Context: an optimization exercise on an open-source flow, tuned for small area, a short achievable clock period and few clock cycles per item. The choices shown serve that exercise and are no tape-out recipe. Power figures rest on the tool's default switching activity, not on a simulated workload.

==> inputs of willow <==
## lc4_pipe_top
module lc4_pipe_top (
    input  logic        gwe,
    input  logic        i_rst,
    output logic [15:0] o_pc,
    input  logic [15:0] i_insn,
    output logic [15:0] o_dmem_addr,
    output logic        o_dmem_we,
    output logic [15:0] o_dmem_wdata,
    input  logic [15:0] i_dmem_rdata,
    output logic        o_wb_valid,
    output logic [15:0] o_wb_pc,
    output logic [15:0] o_wb_insn,
    output logic        o_wb_we,
    output logic [2:0]  o_wb_rd,
    output logic [15:0] o_wb_data
);
export LEC_CHECK = 0
export ABC_AREA = 1
export CAP_MARGIN = 20
export CORE_MARGIN = 2
export CORE_UTILIZATION = 40
export SLEW_MARGIN = 20
export TNS_END_PERCENT = 0
create_clock -name core_clock -period 9.0 [get_ports {gwe}]
standard.sh (not shown) runs the stock make flow with config.mk's settings and CLKGATE_MAP_FILE= SYNTH_SCRIPT=/design/flow/synth_recipe.tcl, a recipe that flattens the netlist after the stock synthesis.
==> flow/flow/run.sh <==
#!/bin/bash
# The standard layout, with these changes:
#  - every input and output port is buffered by a plain buffer (buf_2)
#    instead of the default delay-cell buffer;
#  - clock tree synthesis clusters up to 20 flip-flops per leaf buffer and
#    adds no dummy loads;
#  - timing repair aims for 6 ns of setup slack (a 3 ns period) on the
#    worst path; the clock and constraints are unchanged.
set -euo pipefail
export BUFFER_PORTS_ARGS="-buffer_cell sky130_fd_sc_hd__buf_2"
export CTS_ARGS="-sink_clustering_enable -repair_clock_nets -sink_clustering_size 20 -sink_clustering_max_diameter 100 -dont_use_dummy_load"
export SETUP_SLACK_MARGIN=6
bash standard.sh > standard.log 2>&1
==> inputs of fjord, as changes to willow <==
--- a/flow/design.v
+++ b/flow/design.v
@@ -230,22 +230,22 @@
 );
     logic        stall;                        
     logic [15:0] pc;
     logic        f_valid;
     logic [15:0] f_insn;
     logic [2:0]  f_b_idx;                      
     logic        f_sub;
     logic        x_valid;
-    logic [15:0] x_insn, xa, xb;
+    logic [15:0] x_insn, xa, xb;                 
     logic        x_am, x_aw;                   
-    logic        x_bm, x_bw;
+    logic        x_bm_a, x_bw_a, x_bm_p, x_bw_p, x_bm;
     logic        x_sld;                        
     logic        x_sub, x_imm, x_imm_s;        
-    logic        x_s_sum, x_s_a, x_s_log, x_s_imm9, x_s_sh, x_s_hic;
+    logic        x_s_sum, x_s_log, x_s_imm9, x_s_sh, x_s_hic;
     logic        m_valid, m_we, m_ld, m_st, m_mul, m_busy;
     logic [15:0] m_insn, m_res, m_b;
     logic        w_valid, w_we;
     logic [15:0] w_insn, w_data, w_pc;
     always_ff @(posedge gwe) begin
         if (i_rst) begin
             pc      <= 16'h8200;
             f_valid <= 1'b0;
@@ -295,76 +295,88 @@
     assign op_ldr   = (op == 4'b0110);
     assign op_str   = (op == 4'b0111);
     assign op_shift = (op == 4'b1010);
     assign x_we  = op_arith ? (x_insn[5] || !(x_insn[4] && x_insn[3])) :
                    op_shift ? !(x_insn[5] && x_insn[4]) :
                    (op_logic || op_ldr || op == 4'b1001 || op == 4'b1101);
     assign x_fwd = x_valid && x_we && !op_ldr;
     assign x_mul = op_arith && x_insn[5:3] == 3'b001;
-    logic [15:0] a, b;
-    logic [15:0] mt_r0, mt_r1, mt_r2, m_c;
-    logic        f_am, f_bm;
+    logic [15:0] a, b, opbx;
+    logic [15:0] mt_r0, mt_r1, mt_r2, m_ma, m_c;
+    logic        f_am, f_bm, f_ub_add, f_ub_pl, f_bw;
+    assign f_ub_add = f_arith && !f_insn[5] && !f_insn[3];
+    assign f_ub_pl  = f_uses_b && !f_ub_add;
+    assign f_bw     = !f_bm && m_valid && m_we && m_insn[11:9] == f_b_idx;
     assign f_am  = x_fwd && x_insn[11:9] == f_a_idx;
     assign f_bm  = x_fwd && x_insn[11:9] == f_b_idx;
     always_ff @(posedge gwe) begin
         if (i_rst)       x_valid <= 1'b0;
         else if (!stall) x_valid <= f_valid;
     end
     always_ff @(posedge gwe) begin
         if (m_busy) begin
             xa     <= a;
-            xb     <= b;
+            xb     <= (x_bm_a || x_bw_a) ? opbx : b;
             x_aw   <= 1'b0;
-            x_bw   <= 1'b0;
+            x_bw_a <= 1'b0;
+            x_bw_p <= 1'b0;
             x_sld  <= 1'b0;
         end else if (stall) begin
             xa     <= a;
-            xb     <= b;
+            xb     <= (x_bm_a || x_bw_a) ? opbx : b;
             x_am   <= 1'b0;
-            x_bm   <= 1'b0;
+            x_bm_a <= 1'b0;
+            x_bm_p <= 1'b0;
             x_aw   <= x_am;
-            x_bw   <= x_bm;
+            x_bw_a <= x_bm_a;
+            x_bw_p <= x_bm_p;
             x_sld  <= 1'b0;
         end else begin
             x_insn  <= f_insn;
             xa      <= f_a;
-            xb      <= f_b;
+            xb      <= f_b ^ {16{f_sub}};
             x_am    <= f_uses_a && f_am;
-            x_bm    <= f_uses_b && f_bm;
+            x_bm_a  <= f_ub_add && f_bm;
+            x_bm_p  <= f_ub_pl && f_bm;
             x_sld   <= f_str && x_valid && op_ldr && x_insn[11:9] == f_insn[11:9];
             x_aw    <= f_uses_a && !f_am && m_valid && m_we && m_insn[11:9] == f_a_idx;
-            x_bw    <= f_uses_b && !f_bm && m_valid && m_we && m_insn[11:9] == f_b_idx;
+            x_bw_a  <= f_ub_add && f_bw;
+            x_bw_p  <= f_ub_pl && f_bw;
             x_sub   <= f_sub;
             x_imm   <= (f_arith && f_insn[5]) || f_op == 4'b0110 || f_str;
             x_imm_s <= (f_op == 4'b0110 || f_str) ? f_insn[5] : f_insn[4];
             x_s_sum  <= (f_arith && f_insn[5:3] != 3'b001) || f_op == 4'b0110 || f_str;
-            x_s_a    <= f_arith && f_insn[5:3] == 3'b001;
             x_s_log  <= f_logic;
             x_s_imm9 <= f_op == 4'b1001;
             x_s_sh   <= f_op == 4'b1010;
             x_s_hic  <= f_hic;
         end
     end
-    logic        x_ar, x_br;
+    logic [15:0] sx;
+    logic        x_ar, x_br_a, x_br_p;
     assign x_ar = !(x_am || x_aw);
-    assign x_br = !(x_bm || x_bw);
+    assign x_br_a = !(x_bm_a || x_bw_a);
+    assign x_br_p = !(x_bm_p || x_bw_p);
+    assign x_bm   = x_bm_a || x_bm_p;
+    assign sx   = {16{x_sub}};
     assign a    = ({16{x_am}} & m_res) | ({16{x_aw}} & w_data) | ({16{x_ar}} & xa);
-    assign b    = ({16{x_bm}} & m_res) | ({16{x_bw}} & w_data) | ({16{x_br}} & xb);
+    assign b    = ({16{x_bm_p}} & m_res) | ({16{x_bw_p}} & w_data) | ({16{x_br_p}} & xb);
+    assign opbx = ({16{x_bm_a}} & (m_res ^ sx)) | ({16{x_bw_a}} & (w_data ^ sx)) | ({16{x_br_a}} & xb);
     logic stall_next;
     assign stall_next = m_busy ? (x_am || x_bm) : !stall && x_valid && x_mul;
     always_ff @(posedge gwe) begin
         if (i_rst) stall <= 1'b0;
         else       stall <= stall_next;
     end
     logic [15:0] imm5, imm9, opb, sum;
     logic [16:0] sum17;
     assign imm5  = {{11{x_insn[4]}}, x_insn[4:0]};
     assign imm9  = {{7{x_insn[8]}}, x_insn[8:0]};
-    assign opb   = x_imm ? {{11{x_imm_s}}, x_insn[4:0]} : b ^ {16{x_sub}};
+    assign opb   = x_imm ? {{11{x_imm_s}}, x_insn[4:0]} : opbx;
     assign sum17 = {a, 1'b1} + {opb, x_sub};
     assign sum   = sum17[16:1];
     logic [15:0] sh_in, sh_r, sh_out;
     logic        sh_left;
     assign sh_left = !x_insn[5] && !x_insn[4];
     always_comb begin
         for (int i = 0; i < 16; i++) sh_in[i] = sh_left ? a[15-i] : a[i];
     end
@@ -379,17 +391,16 @@
             2'b00:   lg = a & b;
             2'b01:   lg = ~a;
             2'b10:   lg = a | b;
             default: lg = a ^ b;
         endcase
     end
     logic [15:0] res;
     assign res = ({16{x_s_sum}}  & sum)
-               | ({16{x_s_a}}    & a)
                | ({16{x_s_log}}  & lg)
                | ({16{x_s_imm9}} & imm9)
                | ({16{x_s_sh}}   & sh_out)
                | ({16{x_s_hic}}  & {x_insn[7:0], b[7:0]});
     always_ff @(posedge gwe) begin
         if (i_rst) begin
             m_valid <= 1'b0;
             m_st    <= 1'b0;
@@ -405,37 +416,38 @@
         end
     end
     always_ff @(posedge gwe) begin
         if (!stall) begin
             m_insn <= x_insn;
             m_we   <= x_we;
             m_ld   <= op_ldr;
         end
-        m_res <= m_busy ? mt_r0 : res;
+        m_res <= res;
+        m_ma  <= m_busy ? mt_r0 : a;
         m_b   <= m_busy ? mt_r1 : x_sld ? i_dmem_rdata : b;
         m_c   <= mt_r2;
     end
-    lc4_mul16 u_mul (.a(m_res), .b(m_b), .r0(mt_r0), .r1(mt_r1), .r2(mt_r2));
+    lc4_mul16 u_mul (.a(m_ma), .b(m_b), .r0(mt_r0), .r1(mt_r1), .r2(mt_r2));
     assign o_dmem_addr  = m_res;
     assign o_dmem_we    = m_st;
     assign o_dmem_wdata = m_b;
     always_ff @(posedge gwe) begin
         if (i_rst) begin
             w_valid <= 1'b0;
             w_pc    <= 16'h8200;
         end else begin
             w_valid <= m_valid && !m_busy;
             if (w_valid) w_pc <= w_pc + 16'd1;
         end
     end
     always_ff @(posedge gwe) begin
         w_insn <= m_insn;
         w_we   <= m_we;
-        w_data <= m_ld ? i_dmem_rdata : m_mul ? m_res + m_b + m_c : m_res;
+        w_data <= m_ld ? i_dmem_rdata : m_mul ? m_ma + m_b + m_c : m_res;
     end
     assign o_wb_valid = w_valid;
     assign o_wb_pc    = w_pc;
     assign o_wb_insn  = w_insn;
     assign o_wb_we    = w_we;
     assign o_wb_rd    = w_insn[11:9];
     assign o_wb_data  = w_data;
 endmodule
==> flow/config.mk (replaced) <==
export PLATFORM = sky130hd
export DESIGN_NAME = lc4_pipe_top
export DESIGN_NICKNAME = lc4_pipe_top
export VERILOG_FILES = /design/flow/design.v
export SDC_FILE = /design/flow/constraint.sdc
export NUM_CORES = 4
export LEC_CHECK = 0
export ABC_AREA = 1
export CAP_MARGIN = 20
export CORE_MARGIN = 2
export CORE_UTILIZATION = 55
export PLACE_DENSITY = 0.7
export SLEW_MARGIN = 20
export TNS_END_PERCENT = 0
==> comparison <==
- In fjord the sequential share of layout area is higher than in willow, by 0.88 points.
- Of willow and fjord, willow has the higher clock-buffer cell count (gap 1).
- Of willow and fjord, willow has the higher worst hold slack (gap 0.012 ns).
- In willow the fmax is larger than in fjord, by about 0.5%.
- In fjord the register-to-register slack is higher than in willow, by 0.13 ns.
- Setup slack: fjord is worse than willow (0.017 ns).
==> figures <==
Final Power: willow 5.315 mW; fjord 5.521 mW
Post-DP Area: willow 0.02252 mm²; fjord 0.02351 mm²
Post-layout worst setup margin: willow 5.736 ns; fjord 5.719 ns
Net count after synthesis: willow 2773; fjord 2993
Hold_sp: willow m_insn[15]; fjord m_insn[0]
Met1 usage in global routing: willow 40.74%; fjord 55.52%
Internal portion of total power: willow 3.160 mW; fjord 3.244 mW
Clk network pwr share: willow 18.8%; fjord 17.9%
Relative slew margins: willow 29.56%; fjord 30.72%
Result of the run: willow timing/DRC/antenna clean; fjord timing/DRC/antenna clean
Number of cells in the finished layout apart from fillers: willow 3472; fjord 3486
Cts repair resizes: willow 119; fjord 26
Global placement routability congestion: willow 1.115; fjord 1.069
No functional check of the RTL was part of any run of this note.

-- re-timing with driven ports --
Ports are ideal in the flow. The routed layouts listed here were re-timed in OpenROAD.
Step 1: set_driving_cell puts a clkbuf_16 on gwe and a buf_2 on each other input, an assumption about the parent block.
Step 2 moves the port delays by t, midway between the first and last clock arrival at a register: inputs arrive t later, outputs are due t later. That takes back most of the time a late clock gives input paths.
Slacks: no drivers / after step 1 / after step 2; pairs: no drivers / after step 1.
run | t, ns | slack for setup (ns) | slew at the worst register clock pin (ns) | worst slew at a driven data input, ns | cell pins on the clock port's net
willow | 0.619 | 5.736 / 5.736 / 5.721 | 0.09 / 0.09 | 0.04 | 1
fjord | 0.607 | 5.719 / 5.662 / 5.583 | 0.10 / 0.10 | 0.04 | 1
After both steps setup and hold are still met in every run listed. For fjord, which loses most, drivers alone change the setup slack by -0.057 ns; drivers and shift together by -0.136 ns.
